From an optimization exercise on the open Yosys and OpenROAD flow, aimed at small area; shortcuts taken in it are not production practice. The RTL was checked by simulation tests, not by an equivalence proof against the original design. Power and IR drop assume default switching activity.

==> flow/design.v <==
`default_nettype none
module regfile_sb #(
  parameter int WIDTH    = 32,
  parameter int DEPTH    = 32,
  parameter bit ZERO_REG = 1'b1,
  parameter bit BYPASS   = 1'b1,
  parameter int AW       = $clog2(DEPTH)
) (
  input  logic             clk,
  input  logic             rst,
  input  logic [AW-1:0]    rs1_addr,
  input  logic [AW-1:0]    rs2_addr,
  output logic [WIDTH-1:0] rs1_data,
  output logic [WIDTH-1:0] rs2_data,
  output logic             rs1_busy,
  output logic             rs2_busy,
  input  logic             wr_en,
  input  logic [AW-1:0]    wr_addr,
  input  logic [WIDTH-1:0] wr_data,
  input  logic             rsv_en,
  input  logic [AW-1:0]    rsv_addr,
  output logic             init_done,
  output logic [AW:0]      busy_cnt
);
  localparam int NREG = 32;
  logic             run_q;
  logic             ph_q;       
  logic [AW-1:1]    idx_q;
  logic [AW:0]      cnt_q;
  logic [NREG-1:1]  busy_q;
  logic [WIDTH-1:0] mem_q [NREG-1:1];
  function automatic logic [NREG-1:1] dec(input logic [AW-1:0] a);
    for (int i = 1; i < NREG; i++) dec[i] = (a == AW'(i));
  endfunction
  logic [NREG-1:1] rsv_hit, rs1_sel_a, rs1_sel_b, rs2_sel_a, rs2_sel_b;
  logic            rs1_nz, rs2_nz, byp1, byp2, wr_ok, rsv_ok;
  assign rsv_hit = dec(rsv_addr) & {(NREG-1){run_q & rsv_en}};
  assign wr_ok   = run_q & wr_en  & (wr_addr  != '0);
  assign rsv_ok  = run_q & rsv_en & (rsv_addr != '0);
  assign rs1_nz  = run_q & (rs1_addr != '0);
  assign rs2_nz  = run_q & (rs2_addr != '0);
  assign byp1    = wr_ok & (rs1_addr == wr_addr);
  assign byp2    = wr_ok & (rs2_addr == wr_addr);
  logic [NREG-1:1] rs1_sel_n, rs2_sel_n;
  assign rs1_sel_n = ~(dec(rs1_addr) & {(NREG-1){run_q}});
  assign rs2_sel_n = ~(dec(rs2_addr) & {(NREG-1){run_q}});
  rf_inv #(NREG-1) u_s1a (.a(rs1_sel_n), .y(rs1_sel_a));
  rf_inv #(NREG-1) u_s1b (.a(rs1_sel_n), .y(rs1_sel_b));
  rf_inv #(NREG-1) u_s2a (.a(rs2_sel_n), .y(rs2_sel_a));
  rf_inv #(NREG-1) u_s2b (.a(rs2_sel_n), .y(rs2_sel_b));
  logic [AW-1:0] idx;
  assign idx = {idx_q, ph_q};
  always_ff @(posedge clk) begin
    if (!rst) begin
      run_q <= 1'b0;
      idx_q <= '0;
    end else if (!run_q) begin
      if (ph_q) idx_q <= idx_q + 1'b1;
      if (idx == AW'(DEPTH - 1)) run_q <= 1'b1;
    end
  end
  always_ff @(posedge clk) begin
    if (!rst) ph_q <= 1'b0;
    else      ph_q <= !ph_q;
  end
  logic [WIDTH-1:0] dcol_a, dcol_b;   
  logic [NREG-1:1]  we_a, we_b, we_n_a, we_n_b;   
  logic [WIDTH-1:0] dcol_n;
  logic [NREG-1:1]  we_raw;
  assign dcol_n = ~((wr_data & {WIDTH{run_q}}) ^ {WIDTH{ph_q}});
  rf_inv #(WIDTH) u_dca (.a(dcol_n), .y(dcol_a));
  rf_inv #(WIDTH) u_dcb (.a(dcol_n), .y(dcol_b));
  assign we_raw = (dec(wr_addr) & {(NREG-1){wr_en}}) | {(NREG-1){!run_q}};
  rf_inv #(NREG-1) u_wea  (.a(~we_raw), .y(we_a));
  rf_inv #(NREG-1) u_web  (.a(~we_raw), .y(we_b));
  rf_inv #(NREG-1) u_wena (.a(we_raw),  .y(we_n_a));
  rf_inv #(NREG-1) u_wenb (.a(we_raw),  .y(we_n_b));
  logic [WIDTH-1:0] nxt [NREG-1:1];
  for (genvar i = 1; i < NREG; i++) begin : g_row
    logic [WIDTH-1:0] d;
    assign nxt[i] = d;
    for (genvar b = 0; b < WIDTH; b++) begin : g_bit
      rf_o22ai u_d (.a1(i <= 16 ? dcol_a[b] : dcol_b[b]),
                    .a2(b < 16 ? we_n_a[i] : we_n_b[i]), .b1(mem_q[i][b]),
                    .b2(b < 16 ? we_a[i] : we_b[i]), .y(d[b]));
    end
    always_ff @(posedge clk) mem_q[i] <= d;
  end
  always_ff @(posedge clk) busy_q <= (busy_q & we_n_b) | rsv_hit;
  logic busy_at_wr, busy_at_rsv, cnt_inc, cnt_dec;
  rf_rd31 u_bzw (.v(busy_q), .s(we_a),    .y(busy_at_wr));
  rf_rd31 u_bzr (.v(busy_q), .s(rsv_hit), .y(busy_at_rsv));
  assign cnt_inc = rsv_ok & !busy_at_rsv;
  assign cnt_dec = run_q & busy_at_wr & !(rsv_en & (rsv_addr == wr_addr));
  always_ff @(posedge clk) begin
    if (!rst) cnt_q <= '0;
    else if (cnt_inc && !cnt_dec) cnt_q <= cnt_q + 1'b1;
    else if (cnt_dec && !cnt_inc) cnt_q <= cnt_q - 1'b1;
  end
  logic             c1, c2;
  assign c1 = !ph_q & rs1_nz;
  assign c2 = !ph_q & rs2_nz;
  for (genvar b = 0; b < WIDTH; b++) begin : g_rd
    logic [31:1] v;
    for (genvar i = 1; i < NREG; i++) begin : g_v
      assign v[i] = nxt[i][b];
    end
    rf_rd31x u_rs1 (.v(v), .s(b < 16 ? rs1_sel_a : rs1_sel_b), .c(c1), .y(rs1_data[b]));
    rf_rd31x u_rs2 (.v(v), .s(b < 16 ? rs2_sel_a : rs2_sel_b), .c(c2), .y(rs2_data[b]));
  end
  logic bz1, bz2;
  rf_rd31 u_bz1 (.v(busy_q), .s(rs1_sel_b), .y(bz1));
  rf_rd31 u_bz2 (.v(busy_q), .s(rs2_sel_b), .y(bz2));
  assign rs1_busy = bz1 & !byp1;
  assign rs2_busy = bz2 & !byp2;
  assign init_done = run_q;
  assign busy_cnt  = cnt_q;
endmodule
module rf_rd31x (
  input  logic [31:1] v,
  input  logic [31:1] s,
  input  logic        c,
  output logic        y
);
  logic o;
  rf_rd31 u_t (.v(v), .s(s), .y(o));
  rf_xor2 u_y (.a(o), .b(c), .y(y));
endmodule
module rf_rd31 (
  input  logic [31:1] v,
  input  logic [31:1] s,
  output logic        y
);
  logic [9:0] n;
  logic [1:0] p;
  logic       q, m;
  for (genvar g = 0; g < 10; g++) begin : g_t
    rf_a222oi u (.a1(v[3*g+1]), .a2(s[3*g+1]), .b1(v[3*g+2]), .b2(s[3*g+2]),
                 .c1(v[3*g+3]), .c2(s[3*g+3]), .y(n[g]));
  end
  rf_nand2 u_q  (.a(v[31]), .b(s[31]), .y(q));
  rf_nand4 u_p0 (.a(n[0]), .b(n[1]), .c(n[2]), .d(n[3]), .y(p[0]));
  rf_nand4 u_p1 (.a(n[4]), .b(n[5]), .c(n[6]), .d(n[7]), .y(p[1]));
  rf_nor2  u_m  (.a(p[0]), .b(p[1]), .y(m));
  rf_nand4 u_y  (.a(m), .b(n[8]), .c(n[9]), .d(q), .y(y));
endmodule
module rf_a222oi (
  input  logic a1, a2, b1, b2, c1, c2,
  output logic y
);
  assign y = ~((a1 & a2) | (b1 & b2) | (c1 & c2));
endmodule
module rf_o22ai (
  input  logic a1, a2, b1, b2,
  output logic y
);
  assign y = ~((a1 | a2) & (b1 | b2));
endmodule
module rf_nand2 (
  input  logic a, b,
  output logic y
);
  assign y = ~(a & b);
endmodule
module rf_nor2 (
  input  logic a, b,
  output logic y
);
  assign y = ~(a | b);
endmodule
module rf_nand3 (
  input  logic a, b, c,
  output logic y
);
  assign y = ~(a & b & c);
endmodule
module rf_nand4 (
  input  logic a, b, c, d,
  output logic y
);
  assign y = ~(a & b & c & d);
endmodule
module rf_inv #(
  parameter int N = 1
) (
  input  logic [N-1:0] a,
  output logic [N-1:0] y
);
  for (genvar k = 0; k < N; k++) begin : g_k
    rf_inv1 u (.a(a[k]), .y(y[k]));
  end
endmodule
module rf_inv1 (
  input  logic a,
  output logic y
);
  assign y = ~a;
endmodule
module rf_xor2 (
  input  logic a, b,
  output logic y
);
  assign y = a ^ b;
endmodule
`default_nettype wire
clock: 10.0 ns
lec_check: 0
cap_margin: 20
core_margin: 2
core_utilization: 40
cts_buf_list: sky130_fd_sc_hd__clkbuf_16
cts_cluster_diameter: 100
cts_cluster_size: 25
slew_margin: 20
synth_hierarchical: 1
synth_minimum_keep_size: 0
run.sh (not shown) runs the stock make flow with config.mk's settings and CLKGATE_MAP_FILE= SYNTH_SCRIPT=/design/flow/synth_recipe.tcl, a recipe that flattens the netlist after the stock synthesis.
The baseline completed without violations.
Edit:
==> flow/flow/run.sh (new file) <==
#!/bin/bash
# The standard layout (standard.sh, unchanged synthesis), except that the
# ports are buffered with the smallest buffer cell instead of the default.
set -euo pipefail
bash standard.sh "BUFFER_PORTS_ARGS=-buffer_cell sky130_fd_sc_hd__buf_1" finish > flow_make.log 2>&1
==> flow/standard.sh (new file) <==
#!/bin/bash
# synth_recipe.tcl (not shown) runs the flow's synth.tcl, then flattens the netlist and writes it again
# the make line also repeats each setting of config.mk as NAME=value (left out here)
make -C /OpenROAD-flow-scripts/flow DESIGN_CONFIG=/design/flow/config.mk WORK_HOME=/design/flow/orfs CLKGATE_MAP_FILE= SYNTH_SCRIPT=/design/flow/synth_recipe.tcl "${@:-finish}"
removed: flow/run.sh
Outcome: Synthesized area is unchanged; count of clock-buffer cells in the layout does not change; power hardly moves; final cell count stays flat; design area drops by 1.9%; routed wire length drops by 0.45%; combinational power drops by about 4%; worst hold slack improves by 0.019 ns.

========
## main
regfile_sb, a different RTL version from the one above (not shown whole).
For scale: roughly 3700 cells after synthesis, about 39000 um2 of cells after synthesis.
==> flow/config.mk <==
export PLATFORM = sky130hd
export DESIGN_NAME = regfile_sb
export DESIGN_NICKNAME = regfile_sb
export VERILOG_FILES = /design/flow/design.v
export SDC_FILE = /design/flow/constraint.sdc
export NUM_CORES = 4
export LEC_CHECK = 0
export CAP_MARGIN = 20
export CORE_MARGIN = 2
export CORE_UTILIZATION = 40
export CTS_BUF_LIST = sky130_fd_sc_hd__clkbuf_16
export CTS_CLUSTER_DIAMETER = 100
export CTS_CLUSTER_SIZE = 30
export SLEW_MARGIN = 20
export SYNTH_HIERARCHICAL = 1
export SYNTH_MINIMUM_KEEP_SIZE = 0
==> flow/constraint.sdc <==
create_clock -name core_clock -period 10.0 [get_ports {clk}]
set_input_delay 2.0000 -clock core_clock [delete_from_list [all_inputs] [get_ports {clk}]]
set_output_delay 2.0000 -clock core_clock [all_outputs]
set_load 0.01 [all_outputs]
Stock flow here: none of the scripts above is used.
main: all stages complete, timing, DRC and antenna checks passed
The inputs of the feature branch differ from those of main as listed below.
==> flow/flow/run.sh (new file) <==
#!/bin/bash
# The standard layout (standard.sh, unchanged synthesis), with two changes:
# ports are buffered with the smallest buffer, and power recovery (which
# downsizes gates that have slack) runs after global routing.
set -euo pipefail
bash standard.sh "BUFFER_PORTS_ARGS=-buffer_cell sky130_fd_sc_hd__buf_1" RECOVER_POWER=100 finish > flow_make.log 2>&1
==> flow/standard.sh (new file) <==
#!/bin/bash
# synth_recipe.tcl (not shown) runs the flow's synth.tcl, then flattens the netlist and writes it again
# the make line also repeats each setting of config.mk as NAME=value (left out here)
make -C /OpenROAD-flow-scripts/flow DESIGN_CONFIG=/design/flow/config.mk WORK_HOME=/design/flow/orfs CLKGATE_MAP_FILE= SYNTH_SCRIPT=/design/flow/synth_recipe.tcl "${@:-finish}"
removed: flow/run.sh
- Although it ran to completion, the feature branch produced a layout that fails the final checks because of max-capacitance violations, max-slew violations.
- Compared the feature branch against main; detailed route wirelength on metal3 within noise.
- Delta (the feature branch minus main): part of the power in combinational logic went down by 0.4 points; global-route track usage on met3 was more or less identical; setup slack went up by 0.031 ns; met2 track demand over resource in global routing went down by 0.64 points.
- In the tables for main and the feature branch, share of the cycle needed by the critical path after routing reads higher with main.

========
regfile_sb, a different RTL version from the one above (not shown whole).
Size in the first run: ~130 I/O pins.
Settings: LEC_CHECK=0, CAP_MARGIN=20, CORE_MARGIN=2, CORE_UTILIZATION=40, CTS_BUF_LIST=sky130_fd_sc_hd__clkbuf_16, CTS_CLUSTER_DIAMETER=100, CTS_CLUSTER_SIZE=24, GPL_TIMING_DRIVEN=0, SLEW_MARGIN=20, SYNTH_HIERARCHICAL=1, SYNTH_MINIMUM_KEEP_SIZE=0; clock period 10.0 ns.
standard.sh (not shown) runs the stock make flow with config.mk's settings and CLKGATE_MAP_FILE= SYNTH_SCRIPT=/design/flow/synth_recipe.tcl, a recipe that flattens the netlist after the stock synthesis.
==> flow/flow/run.sh <==
#!/bin/bash
# The standard layout (standard.sh, unchanged synthesis), except that:
#  * the ports are buffered with the smallest buffer cell;
#  * the buffers that synthesis (ABC) inserted are removed at floorplan
#    (global placement is not timing-driven, so it does not remove them);
#    repair_design then buffers only what the placed design needs.
set -euo pipefail
bash standard.sh "BUFFER_PORTS_ARGS=-buffer_cell sky130_fd_sc_hd__buf_1" REMOVE_ABC_BUFFERS=1 finish > flow_make.log 2>&1
The first run ran to the end with no violations.
Then changed:
==> flow/flow/run.sh (replaced) <==
#!/bin/bash
# The standard layout (standard.sh, unchanged synthesis), except that the
# ports are buffered with the smallest buffer cell instead of the default.
set -euo pipefail
bash standard.sh "BUFFER_PORTS_ARGS=-buffer_cell sky130_fd_sc_hd__buf_1" finish > flow_make.log 2>&1
- CTS_CLUSTER_SIZE: 24 -> 25
- GPL_TIMING_DRIVEN: 0 -> default
Outcome: Sequential share of layout area barely changes; count of clock-buffer cells in the layout came out lower by 2; synthesized cell count is unchanged.

========
nickel:
regfile_sb, a different RTL version from the one above (not shown whole).
For scale: ~3900 cells after synthesis, about 1000 flip-flops, about 130 I/O pins, roughly 0.040 mm2 of cells after synthesis.
export LEC_CHECK = 0
export CAP_MARGIN = 20
export CORE_MARGIN = 2
export CORE_UTILIZATION = 40
export CTS_BUF_LIST = sky130_fd_sc_hd__clkbuf_16
export CTS_CLUSTER_DIAMETER = 100
export CTS_CLUSTER_SIZE = 23
export GPL_TIMING_DRIVEN = 0
export SLEW_MARGIN = 20
export SYNTH_HIERARCHICAL = 1
export SYNTH_MINIMUM_KEEP_SIZE = 0
create_clock -name core_clock -period 10.0 [get_ports {clk}]
==> flow/flow/run.sh <==
#!/bin/bash
# The standard layout (standard.sh, unchanged synthesis), except that:
#  * the ports are buffered with the smallest buffer cell;
#  * the buffers that synthesis (ABC) inserted are removed at floorplan
#    (global placement is not timing-driven, so it does not remove them);
#    repair_design then buffers only what the placed design needs.
set -euo pipefail
bash standard.sh "BUFFER_PORTS_ARGS=-buffer_cell sky130_fd_sc_hd__buf_1" REMOVE_ABC_BUFFERS=1 finish > flow_make.log 2>&1
What xenon does differently from nickel at the input level:
# nickel
export LEC_CHECK = 0
export CAP_MARGIN = 20
export CORE_MARGIN = 2
export CORE_UTILIZATION = 40
export CTS_BUF_LIST = sky130_fd_sc_hd__clkbuf_16
export CTS_CLUSTER_DIAMETER = 100
export CTS_CLUSTER_SIZE = 23
export GPL_TIMING_DRIVEN = 0
export SLEW_MARGIN = 20
export SYNTH_HIERARCHICAL = 1
export SYNTH_MINIMUM_KEEP_SIZE = 0
create_clock -name core_clock -period 10.0 [get_ports {clk}]
# xenon
export LEC_CHECK = 0
export CAP_MARGIN = 20
export CORE_MARGIN = 2
export CORE_UTILIZATION = 40
export CTS_BUF_LIST = sky130_fd_sc_hd__clkbuf_16
export CTS_CLUSTER_DIAMETER = 100
export CTS_CLUSTER_SIZE = 24
export GPL_TIMING_DRIVEN = 0
export SLEW_MARGIN = 20
export SYNTH_HIERARCHICAL = 1
export SYNTH_MINIMUM_KEEP_SIZE = 0
create_clock -name core_clock -period 10.0 [get_ports {clk}]
Notes after the runs:
xenon: PASS, flow complete, no timing, DRC or antenna violations
nickel | status: complete | timing, DRC, antenna: pass
On layout overhead on the synthesized area, the higher figure sits with nickel, not xenon.
| proportion of final cell area spent on non-clock buffers | xenon vs nickel | ≈ equal |
| ratio of cells with drive above 1 in the final layout | xenon vs nickel | ≈ equal |
Capturing element of the worst setup path = rs1_data[20]: nickel; capturing element of the worst setup path = rs2_data[20]: xenon
xenon vs. nickel: total of clock buffers placed in the layout -3.8%; total chip power -0.065 mW.
Min initial detailed-routing violation count across nickel and xenon: nickel
xenon ended up with a lower net load switching power than nickel did.
Comparing register share of total power for nickel and xenon, the bigger number came from xenon.
In terms of multi-input combinational gate total, nickel and xenon differ only marginally.
Final cell count delta (nickel -> xenon): insignificant
> inputs changed (xenon -> ember)
# xenon
export LEC_CHECK = 0
export CAP_MARGIN = 20
export CORE_MARGIN = 2
export CORE_UTILIZATION = 40
export CTS_BUF_LIST = sky130_fd_sc_hd__clkbuf_16
export CTS_CLUSTER_DIAMETER = 100
export CTS_CLUSTER_SIZE = 24
export GPL_TIMING_DRIVEN = 0
export SLEW_MARGIN = 20
export SYNTH_HIERARCHICAL = 1
export SYNTH_MINIMUM_KEEP_SIZE = 0
create_clock -name core_clock -period 10.0 [get_ports {clk}]
# ember
export LEC_CHECK = 0
export CAP_MARGIN = 20
export CORE_MARGIN = 2
export CORE_UTILIZATION = 40
export CTS_BUF_LIST = sky130_fd_sc_hd__clkbuf_16
export CTS_CLUSTER_DIAMETER = 100
export CTS_CLUSTER_SIZE = 25
export SLEW_MARGIN = 20
export SYNTH_HIERARCHICAL = 1
export SYNTH_MINIMUM_KEEP_SIZE = 0
create_clock -name core_clock -period 10.0 [get_ports {clk}]
==> flow/flow/run.sh <==
#!/bin/bash
# The standard layout (standard.sh, unchanged synthesis), except that the
# ports are buffered with the smallest buffer cell instead of the default.
set -euo pipefail
bash standard.sh "BUFFER_PORTS_ARGS=-buffer_cell sky130_fd_sc_hd__buf_1" finish > flow_make.log 2>&1
Findings:
- Fraction of area in registers in ember is 0.23 points below xenon.
- Summary of ember over xenon: via count higher; power density of the placed cells shrank by about 0.8%; combinational share of power flat; final period demand of the worst path decreased 0.44 ns.
- ember and xenon ended up with roughly the same latest clock arrival within the worst-skew pair.

==> re-timing with driven ports <==
Ports are ideal in the flow. The routed layouts listed here were re-timed in OpenROAD. Step 1, drivers: a clkbuf_16 drives clk and a buf_2 each remaining input, both assumed. Step 2 adds t to the input delays and takes it off the output delays; t is the mean of the earliest and latest rising clock arrival at the registers after step 1. Input paths then give back, and output paths get back, about the clock's delay inside the block. a / b / c = ideal ports / drivers / drivers and shift; a / b = the first two.
run | t, ns | setup WS [ns] | worst setup path at the end
the first run of note 1 | 0.708 | 0.846 / 0.808 / 0.808 | input to output
the second run of note 1 | 0.705 | 1.725 / 1.603 / 1.603 | input to output
main | 0.714 | 0.983 / 0.953 / 0.953 | input to output
the feature branch | 0.708 | 1.014 / 0.942 / 1.259 | input to output
the first run of note 3 | 0.727 | 1.093 / 1.073 / 1.073 | input to output
the second run of note 3 | 0.716 | 1.601 / 1.576 / 1.576 | input to output
nickel | 0.762 | 0.688 / 0.660 / 0.660 | input to output
xenon | 0.728 | 0.805 / 0.778 / 0.778 | input to output
ember | 0.738 | 1.244 / 1.208 / 1.208 | input to output
The setup slack of the second run of note 1, which loses most, moves by -0.122 ns with the drivers and by -0.122 ns with both steps.
